Background: an optimization exercise with open tools, aiming at small area. Do not read the settings as production practice.
Only simulation tests tie the RTL to the original design; equivalence was not proved.
Power and IR drop assume default switching activity.

**flow/run.sh**
```bash
#!/bin/bash
# synth_recipe.tcl (not shown) runs the flow's synth.tcl, then flattens the netlist and writes it again
# the make line also repeats each setting of config.mk as NAME=value (left out here)
make -C /OpenROAD-flow-scripts/flow DESIGN_CONFIG=/design/flow/config.mk WORK_HOME=/design/flow/orfs CLKGATE_MAP_FILE= SYNTH_SCRIPT=/design/flow/synth_recipe.tcl finish
```
**flow/config.mk**
```make
export PLATFORM = sky130hd
export DESIGN_NAME = sid_synth_top
export DESIGN_NICKNAME = sid_synth_top
export VERILOG_FILES = /design/flow/design.v
export SDC_FILE = /design/flow/constraint.sdc
export NUM_CORES = 4
export LEC_CHECK = 0
export CAP_MARGIN = 20
export CORE_MARGIN = 2
export CORE_UTILIZATION = 40
export SLEW_MARGIN = 20
```
**flow/constraint.sdc**
```tcl
create_clock -name core_clock -period 8.0 [get_ports {clk}]
set_input_delay 1.6000 -clock core_clock [delete_from_list [all_inputs] [get_ports {clk}]]
set_output_delay 1.6000 -clock core_clock [all_outputs]
set_load 0.01 [all_outputs]
```
**flow/design.v**
```verilog
`default_nettype none
package synth_pkg;
    localparam int FREQ_W = 16;
    localparam int ACC_W  = 24;
    localparam int REG_W  = 8;
    localparam logic [2:0] REG_FREQ_LO = 3'd0;
    localparam logic [2:0] REG_FREQ_HI = 3'd1;
    localparam logic [2:0] REG_PW      = 3'd2;
    localparam logic [2:0] REG_AD      = 3'd4;
    localparam logic [2:0] REG_SR      = 3'd5;
    localparam logic [2:0] REG_WAVE    = 3'd6;
    localparam int W_GATE  = 0;
    localparam int W_TRI   = 1;
    localparam int W_SAW   = 2;
    localparam int W_PULSE = 3;
    localparam logic [2:0] IDLE    = 3'd0;
    localparam logic [2:0] ATTACK  = 3'd1;
    localparam logic [2:0] DECAY   = 3'd2;
    localparam logic [2:0] SUSTAIN = 3'd3;
    localparam logic [2:0] RELEASE = 3'd4;
endpackage
`default_nettype wire
`timescale 1ns/1ps
`default_nettype none
module spi_voice_regs #(
    parameter int NUM_VOICES = 4
) (
    input  wire logic                  clk,
    input  wire logic                  rst_n,
    input  wire logic                  spi_clk,
    input  wire logic                  spi_cs_n,
    input  wire logic                  spi_mosi,
    output logic [NUM_VOICES-1:0][15:0] freq,
    output logic [NUM_VOICES-1:0][7:0]  pw,
    output logic [NUM_VOICES-1:0][7:0]  attack,
    output logic [NUM_VOICES-1:0][7:0]  sustain,
    output logic [NUM_VOICES-1:0][3:0]  wave
);
    logic sclk_s1, sclk_s2, sclk_s3;
    logic cs_n_s1, cs_n_s2;
    logic mosi_s1, mosi_s2;
    always_ff @(posedge clk or negedge rst_n) begin
        if (!rst_n) begin
            sclk_s1 <= 1'b0;
            cs_n_s1 <= 1'b1;
            cs_n_s2 <= 1'b1;
        end else begin
            sclk_s1 <= spi_clk;
            cs_n_s1 <= spi_cs_n;
            cs_n_s2 <= cs_n_s1;
        end
    end
    always_ff @(posedge clk) begin
        sclk_s2 <= sclk_s1;
        sclk_s3 <= sclk_s2;
        mosi_s1 <= spi_mosi;
        mosi_s2 <= mosi_s1;
    end
    logic cs_active;
    logic bit_edge;
    assign cs_active = !cs_n_s2;
    assign bit_edge  = cs_active && sclk_s2 && !sclk_s3;
    logic [3:0]  bit_cnt;
    logic [11:0] rx;
    logic        frame_done;
    always_ff @(posedge clk) begin
        if (!cs_active) begin
            bit_cnt <= '0;
        end else if (bit_edge) begin
            bit_cnt <= bit_cnt + 4'd1;
        end
        if (bit_edge && !(bit_cnt[3:2] == 2'b01 && bit_cnt[1:0] != 2'b00)) begin
            rx <= {rx[10:0], mosi_s2};
        end
    end
    assign frame_done = bit_edge && (bit_cnt == 4'd15);
    logic [2:0] addr;
    logic [1:0] vidx;
    logic [7:0] data;
    assign addr = rx[11:9];
    assign vidx = rx[8:7];
    assign data = {rx[6:0], mosi_s2};
    always_ff @(posedge clk or negedge rst_n) begin
        if (!rst_n) begin
            freq    <= '0;
            pw      <= '0;
            attack  <= '0;
            sustain <= '0;
            wave    <= '0;
        end else if (frame_done) begin
            for (int v = 0; v < NUM_VOICES; v++) begin
                if (vidx == 2'(v)) begin
                    case (addr)
                        synth_pkg::REG_FREQ_LO: freq[v][7:0]  <= data;
                        synth_pkg::REG_FREQ_HI: freq[v][15:8] <= data;
                        synth_pkg::REG_PW:      pw[v]         <= data;
                        synth_pkg::REG_AD:      attack[v]     <= data;
                        synth_pkg::REG_SR:      sustain[v]    <= data;
                        synth_pkg::REG_WAVE:    wave[v]       <= {data[6], data[5], data[4], data[0]};
                        default: ;
                    endcase
                end
            end
        end
    end
endmodule
`default_nettype wire
`timescale 1ns/1ps
`default_nettype none
module sid_voice (
    input  wire logic        clk,
    input  wire logic        rst_n,
    input  wire logic        step_en,
    input  wire logic [15:0] freq,
    input  wire logic [7:0]  pw,
    input  wire logic [7:0]  attack,
    input  wire logic [7:0]  sustain,
    input  wire logic [3:0]  wave,
    output logic      [7:0]  p,
    output logic      [7:0]  env,
    output logic      [2:0]  sel
);
    logic [23:0] phase;
    logic [23:0] phase_nxt;
    always_comb begin
        logic c;
        logic f;
        c = 1'b0;
        for (int i = 0; i < 24; i++) begin
            f = (i < 16) ? (freq[i % 16] & step_en) : 1'b0;
            phase_nxt[i] = phase[i] ^ f ^ c;
            c = (phase[i] & f) | (c & (phase[i] ^ f));
        end
    end
    always_ff @(posedge clk or negedge rst_n) begin
        if (!rst_n) begin
            phase <= '0;
        end else begin
            phase <= phase_nxt;
        end
    end
    assign p = phase[23:16];
    logic saw;
    logic trg;
    logic pls;
    assign saw = wave[synth_pkg::W_SAW];
    assign trg = wave[synth_pkg::W_TRI];
    assign pls = wave[synth_pkg::W_PULSE];
    assign sel = {(saw | trg | pls) & (!pls | (p < pw)), saw, trg};
    logic [2:0] st;
    logic [2:0] gs;
    logic [2:0] st_nxt;
    logic       gate;
    logic       atk;
    logic       dec;
    logic       rel;
    logic [3:0] nib;
    logic [7:0] op;
    logic [8:0] sum;
    logic [3:0] tn;
    logic [7:0] tcmp;
    logic [7:0] xcmp;
    logic       le;
    logic       hit;
    logic [7:0] env_nxt;
    assign gate = wave[synth_pkg::W_GATE];
    always_comb begin
        gs = st;
        if (gate && (st == synth_pkg::IDLE || st == synth_pkg::RELEASE)) begin
            gs = synth_pkg::ATTACK;
        end else if (!gate && (st == synth_pkg::ATTACK || st == synth_pkg::DECAY ||
                               st == synth_pkg::SUSTAIN)) begin
            gs = synth_pkg::RELEASE;
        end
    end
    assign atk = step_en && (gs == synth_pkg::ATTACK);
    assign dec = step_en && (gs == synth_pkg::DECAY);
    assign rel = step_en && (gs == synth_pkg::RELEASE);
    assign nib = atk ? attack[3:0] : (dec ? ~attack[7:4] : (rel ? ~sustain[7:4] : 4'd0));
    assign op  = {{4{dec | rel}}, nib};
    always_comb begin
        logic c;
        c = atk;
        for (int i = 0; i < 8; i++) begin
            sum[i] = env[i] ^ op[i] ^ c;
            c = (env[i] & op[i]) | (c & (env[i] ^ op[i]));
        end
        sum[8] = c;
    end
    assign tn   = sustain[3:0] & {4{dec}};
    assign tcmp = {tn, tn};
    assign xcmp = sum[7:0] ^ {8{atk}};
    assign le   = xcmp <= tcmp;
    assign hit  = (atk & (sum[8] | le)) | ((dec | rel) & (!sum[8] | le));
    assign env_nxt = hit ? (tcmp | {8{atk}}) : sum[7:0];
    always_comb begin
        st_nxt = st;
        if (step_en) begin
            st_nxt = gs;
            if (hit) begin
                if (atk)      st_nxt = synth_pkg::DECAY;
                else if (dec) st_nxt = synth_pkg::SUSTAIN;
                else          st_nxt = synth_pkg::IDLE;
            end
        end
    end
    always_ff @(posedge clk or negedge rst_n) begin
        if (!rst_n) begin
            st  <= synth_pkg::IDLE;
            env <= '0;
        end else begin
            st  <= st_nxt;
            env <= env_nxt;
        end
    end
endmodule
module sid_level (
    input  wire logic [7:0] p,
    input  wire logic [7:0] env,
    input  wire logic [2:0] sel,
    output logic      [7:0] level
);
    logic [7:0] tri_val;
    logic [7:0] w;
    logic [7:0] e;
    assign tri_val = {p[6:0], 1'b0} ^ {8{p[7]}};
    assign w = (sel[1] ? p : 8'hFF) & (sel[0] ? tri_val : 8'hFF);
    assign e = env & {8{sel[2]}};
    logic [15:0] acc;
    always_comb begin
        logic       c;
        logic [7:0] pp;
        logic       a;
        acc = '0;
        for (int i = 0; i < 8; i++) begin
            pp = w & {8{e[i]}};
            c  = 1'b0;
            for (int j = 0; j < 8; j++) begin
                a = acc[i + j];
                acc[i + j] = a ^ pp[j] ^ c;
                c = (a & pp[j]) | (c & (a ^ pp[j]));
            end
            acc[i + 8] = c;
        end
    end
    assign level = acc[15:8];
endmodule
`default_nettype wire
`timescale 1ns/1ps
`default_nettype none
module voice_mixer #(
    parameter int NUM_VOICES = 4
) (
    input  wire logic                        clk,
    input  wire logic                        rst_n,
    input  wire logic [NUM_VOICES-1:0][7:0]  p,
    input  wire logic [NUM_VOICES-1:0][7:0]  env,
    input  wire logic [NUM_VOICES-1:0][2:0]  sel,
    output logic                             step_en,
    output logic      [9:0]                  sample,
    output logic                             sample_valid
);
    logic [7:0] div_cnt;
    logic       armed;
    always_ff @(posedge clk or negedge rst_n) begin
        if (!rst_n) begin
            div_cnt <= '0;
            armed   <= 1'b0;
        end else begin
            div_cnt <= div_cnt + 8'd1;
            if (div_cnt == 8'hFF) begin
                armed <= 1'b1;
            end
        end
    end
    logic second;
    logic sum_en;
    assign step_en      = armed && (div_cnt == 8'd0);
    assign sum_en       = armed && (div_cnt == 8'd2);
    assign sample_valid = armed && (div_cnt == 8'd3);
    assign second       = div_cnt[1];
    logic [2:0] sel2_q;
    logic [2:0] sel3_q;
    logic [8:0] sum01;
    logic [7:0] la;
    logic [7:0] lb;
    logic [8:0] lab;
    logic [9:0] total;
    sid_level u_la (
        .p     (second ? p[2] : p[0]),
        .env   (second ? env[2] : env[0]),
        .sel   (second ? sel2_q : sel[0]),
        .level (la)
    );
    sid_level u_lb (
        .p     (second ? p[3] : p[1]),
        .env   (second ? env[3] : env[1]),
        .sel   (second ? sel3_q : sel[1]),
        .level (lb)
    );
    always_comb begin
        logic c;
        c = 1'b0;
        for (int i = 0; i < 8; i++) begin
            lab[i] = la[i] ^ lb[i] ^ c;
            c = (la[i] & lb[i]) | (c & (la[i] ^ lb[i]));
        end
        lab[8] = c;
        c = 1'b0;
        for (int i = 0; i < 9; i++) begin
            total[i] = lab[i] ^ sum01[i] ^ c;
            c = (lab[i] & sum01[i]) | (c & (lab[i] ^ sum01[i]));
        end
        total[9] = c;
    end
    always_ff @(posedge clk) begin
        sel2_q <= sel[2];
        sel3_q <= sel[3];
        sum01  <= lab;
    end
    always_ff @(posedge clk or negedge rst_n) begin
        if (!rst_n) begin
            sample <= '0;
        end else if (sum_en) begin
            sample <= total;
        end
    end
endmodule
`default_nettype wire
`timescale 1ns/1ps
`default_nettype none
module sid_synth_top #(
    parameter  int NUM_VOICES = 4,
    localparam int MIX_W      = 10
) (
    input  wire logic             clk,
    input  wire logic             rst_n,
    input  wire logic             spi_clk,
    input  wire logic             spi_cs_n,
    input  wire logic             spi_mosi,
    output logic      [MIX_W-1:0] sample,
    output logic                  sample_valid
);
    logic [NUM_VOICES-1:0][15:0] freq;
    logic [NUM_VOICES-1:0][7:0]  pw;
    logic [NUM_VOICES-1:0][7:0]  attack;
    logic [NUM_VOICES-1:0][7:0]  sustain;
    logic [NUM_VOICES-1:0][3:0]  wave;
    logic [NUM_VOICES-1:0][7:0]  p;
    logic [NUM_VOICES-1:0][7:0]  env;
    logic [NUM_VOICES-1:0][2:0]  sel;
    logic                        step_en;
    spi_voice_regs #(
        .NUM_VOICES (NUM_VOICES)
    ) u_regs (
        .clk      (clk),
        .rst_n    (rst_n),
        .spi_clk  (spi_clk),
        .spi_cs_n (spi_cs_n),
        .spi_mosi (spi_mosi),
        .freq     (freq),
        .pw       (pw),
        .attack   (attack),
        .sustain  (sustain),
        .wave     (wave)
    );
    for (genvar v = 0; v < NUM_VOICES; v++) begin : g_voice
        sid_voice u_voice (
            .clk     (clk),
            .rst_n   (rst_n),
            .step_en (step_en),
            .freq    (freq[v]),
            .pw      (pw[v]),
            .attack  (attack[v]),
            .sustain (sustain[v]),
            .wave    (wave[v]),
            .p       (p[v]),
            .env     (env[v]),
            .sel     (sel[v])
        );
    end
    voice_mixer #(
        .NUM_VOICES (NUM_VOICES)
    ) u_mixer (
        .clk          (clk),
        .rst_n        (rst_n),
        .p            (p),
        .env          (env),
        .sel          (sel),
        .step_en      (step_en),
        .sample       (sample),
        .sample_valid (sample_valid)
    );
endmodule
`default_nettype wire
```
==> flow_summary.ini <==
[global_routing]
overflow = 0
grt_max_degree = 187
antenna_found_initial = 0
first_global_vias = 15130
grt_pass1_wl_um = 78760
grtUsageTotal_pct = 17.28

[clock_network]
clock-sinks = 373
cts_made_buffers = 43
clk_latency_ns = 0.57
clockBufferDepth = 3
ctsHtreeMaxLevel = 2
root_buffer = clkbuf_16
tritoncts = built
clkTransAtPathRegs_ns = 0.06
cts_hold_buf = 0

[finish]
fin_util_pct = 49.87
area_growth_pct = 22.71
diodes = 0
final_common_cell = dfrtp_1
nNetsFinal = 2349
drive_gt1_share_pct = 36.39
fin_cells = 2771
layout_common_cells = dfrtp_1, buf_4, mux2_2

[die]
rows = 85
pin_count = 16
die_h_um = 238.5
dieArea_um2 = 56890
die_w_um = 238.5
start_util_pct = 40.64
core_um2 = 54130

[sta]
finalSetupTns_ns = -47.33
slew_headroom_pct = 30.37
whs_ns = 0.3331
tightest_slew_ns = 1.042
max_freq_ghz = 0.08279
rsz0062_at_grt = yes
timing.final.crit_share_pct = 151.0
finalSetupViolCount = 32
fin_skew_ns = 0.02809
final_hold_viol_count = 0
period_minus_slack_ns = 12.08
fin_ws_ns = -4.078
drv_slew = 0

[yosys]
synth_seq_cells = 373
mappedNetlistArea_um2 = 22000
synthFlopType = dfrtp_1
syn_inst = 1825
syn_nets = 2134
yosys.area.top_type = dfrtp_1
ys_warn_count = 4
seq_area_frac_synth_pct = 42.19
ys_types = 71
synth_edf_count = 12
synth-async-reset-ratio_pct = 90.62
synth_area_leaders = dfrtp_1, fa_1, mux2_2
avgSynthCellArea_um2 = 12.06
synth_top_area_share_pct = 38.22

[critical_path]
r2r_start = u_regs.pw[9]
ff2ff_setup_slack_ns = -4.08
worstPathMaxFanout = 2
cp.buffers_inverters = 8
crit_slowest_cell = fa_2
end_kind = flop
critPathLaunch = u_regs.pw[9]
ff2ff_path_depth = 38
cp_common_cell = fa_2
setup.worst_path.end = u_mixer.sample[8]
reg2reg_to = u_mixer.sample[8]
critPathKind = reg -> reg
cp.depth = 38
required_ns = 8.44
crit_path_start_kind = flop
cp_slowest_stage_delay_ns = 0.58
crit_family = adder cells
cp.arrival_ns = 12.52

[flow_run]
timing.max_cap.violations = 0

[routing]
dr.pass1.iters = 5
first_iter_violations = 605
drt_wl_total_um = 47390
vias = 13970
drc_errors = 0
wire_per_inst_um = 17.10
ant_nets = 0
drt-vias-per-instance = 5.040

[status]
outcome = finished with violations
failed_checks = negative setup slack

[placement]
gp_congestion = 0.8601
placed_cells = 2657
io_buffers = 15
dp_hpwl_um = 33900

[power_and_ir_drop]
vdd_ir_drop_max_mv = 0.1417
powerDensity_nw_per_um2 = 146.7
leakage_nw = 12.50

[hold_path]
holdCritPathClass = reg -> reg
min_path_cells = 0
state kept, by name (all words and copies together), names as in the netlist, 4 cells and up:
signal	cells
u_regs.wave	16
u_regs.freq	64
u_regs.attack	32
u_regs.bit_cnt	4
g_voice.u_voice.st	12
u_regs.rx	12
u_regs.pw	32
g_voice.u_voice.phase	96
u_mixer.div_cnt	8
u_regs.sustain	32
u_mixer.sum01	9
g_voice.u_voice.env	32
u_mixer.sample	10
final cells by class:
cell class / instances / area (um2)
fill: 4687 / 27140
clock inverter: 16 / 192.7
inverter: 149 / 571.8
timing repair buffer: 224 / 1888
clock buffer: 64 / 1245
sequential: 373 / 9285
multi-input combinational: 1249 / 12940
tap: 696 / 870.8
Yosys cell counts, drive strengths merged, types with 13 or more instances:
library cell / instances
dfrtp: 336
fa: 203
mux2: 176
inv: 148
nor2: 147
ha: 101
nand2: 96
and2: 69
o21ai: 56
xnor2: 50
clkbuf: 46
a21oi: 44
nand2b: 38
dfxtp: 23
nand3: 23
or2: 19
a22oi: 18
mux2i: 16
nor2b: 15
a22o: 14
nor3: 13
o21a: 13
xor2: 13
kinds of logic (layout without fill, tap and decap cells):
kind of cell / count (synthesis) / count (layout) / synth area share [%]
multiplexers: 192 / 192 / 9.770
flip-flops: 373 / 373 / 42.19
AND/OR/NAND/NOR: 477 / 477 / 11.08
XOR/XNOR: 63 / 63 / 2.508
AO/OA/AOI/OAI: 213 / 213 / 6.756
adder cells (fa/ha/maj): 304 / 304 / 24.22
buffers and inverters: 203 / 453 / 3.486
power breakdown:
part / switching, mW / internal, mW / total, mW
combinational: 0.0464 / 0.00873 / 0.0551
clock: 0.792 / 1.21 / 2.00
sequential: 0.00641 / 1.90 / 1.91
total: 0.845 / 3.12 / 3.96
worst min path at each step:
| stage | start | to | slack (ns) |
|---|---|---|---|
| after floorplan | u_regs.mosi_s1 | u_regs.mosi_s2 | 0.31 |
| after global placement | u_regs.mosi_s1 | u_regs.mosi_s2 | 0.31 |
| after detailed placement | u_regs.mosi_s1 | u_regs.mosi_s2 | 0.32 |
| after CTS | u_regs.mosi_s1 | u_regs.mosi_s2 | 0.34 |
| after global routing | u_regs.mosi_s1 | u_regs.mosi_s2 | 0.34 |
| final | u_regs.mosi_s1 | u_regs.mosi_s2 | 0.33 |
per-layer routing:
layer	track usage [%]	vias up	wire length (um)
met5	0	-	0
met4	4.773	0	1038
met3	2.206	66	1225
met2	29.27	159	23500
met1	23.46	7184	21620
li1	-	6556	-
metrics by stage:
stage | total power [mW] | setup WS (ns) | area, um2
final | 3.960 | -4.078 | 27000
after global routing | 4.107 | -4.459 | 27000
after CTS | 4.018 | -4.146 | 26480
after detailed placement | 1.996 | -4.395 | 24890
after global placement | 1.996 | -4.257 | 24890
after floorplan | 1.945 | -4.169 | 22790
what timing repair did:
action | in CTS | in global routing
buffers inserted | 6 | 25
gates resized for setup | 55 | 57
setup endpoints to repair | 55 | 77
gates cloned | 0 | 2
pin swaps | 58 | 31

[re-timing with driven ports]
Ports are ideal in the flow. The routed layout listed here was re-timed in OpenROAD.
Step 1: set_driving_cell puts a clkbuf_16 on clk and a buf_2 on each other input, an assumption about the parent block.
Step 2 times the ports against the registers' clock, not the clock port: input delays grow and output delays shrink by t, the midpoint of the rising clock arrivals with the driver on.
a / b / c = ideal / step 1 / step 2; a / b = the first two.
t, ns: 0.612
setup WS [ns]: -4.078 / -4.078 / -4.078
slew at the worst register clock pin (ns): 0.06 / 0.06
worst data-port slew with drivers (ns): 0.05
pins driven straight from the clock port: 1
The setup slack of this run moves by 0.000 ns with the drivers and by 0.000 ns with both steps.
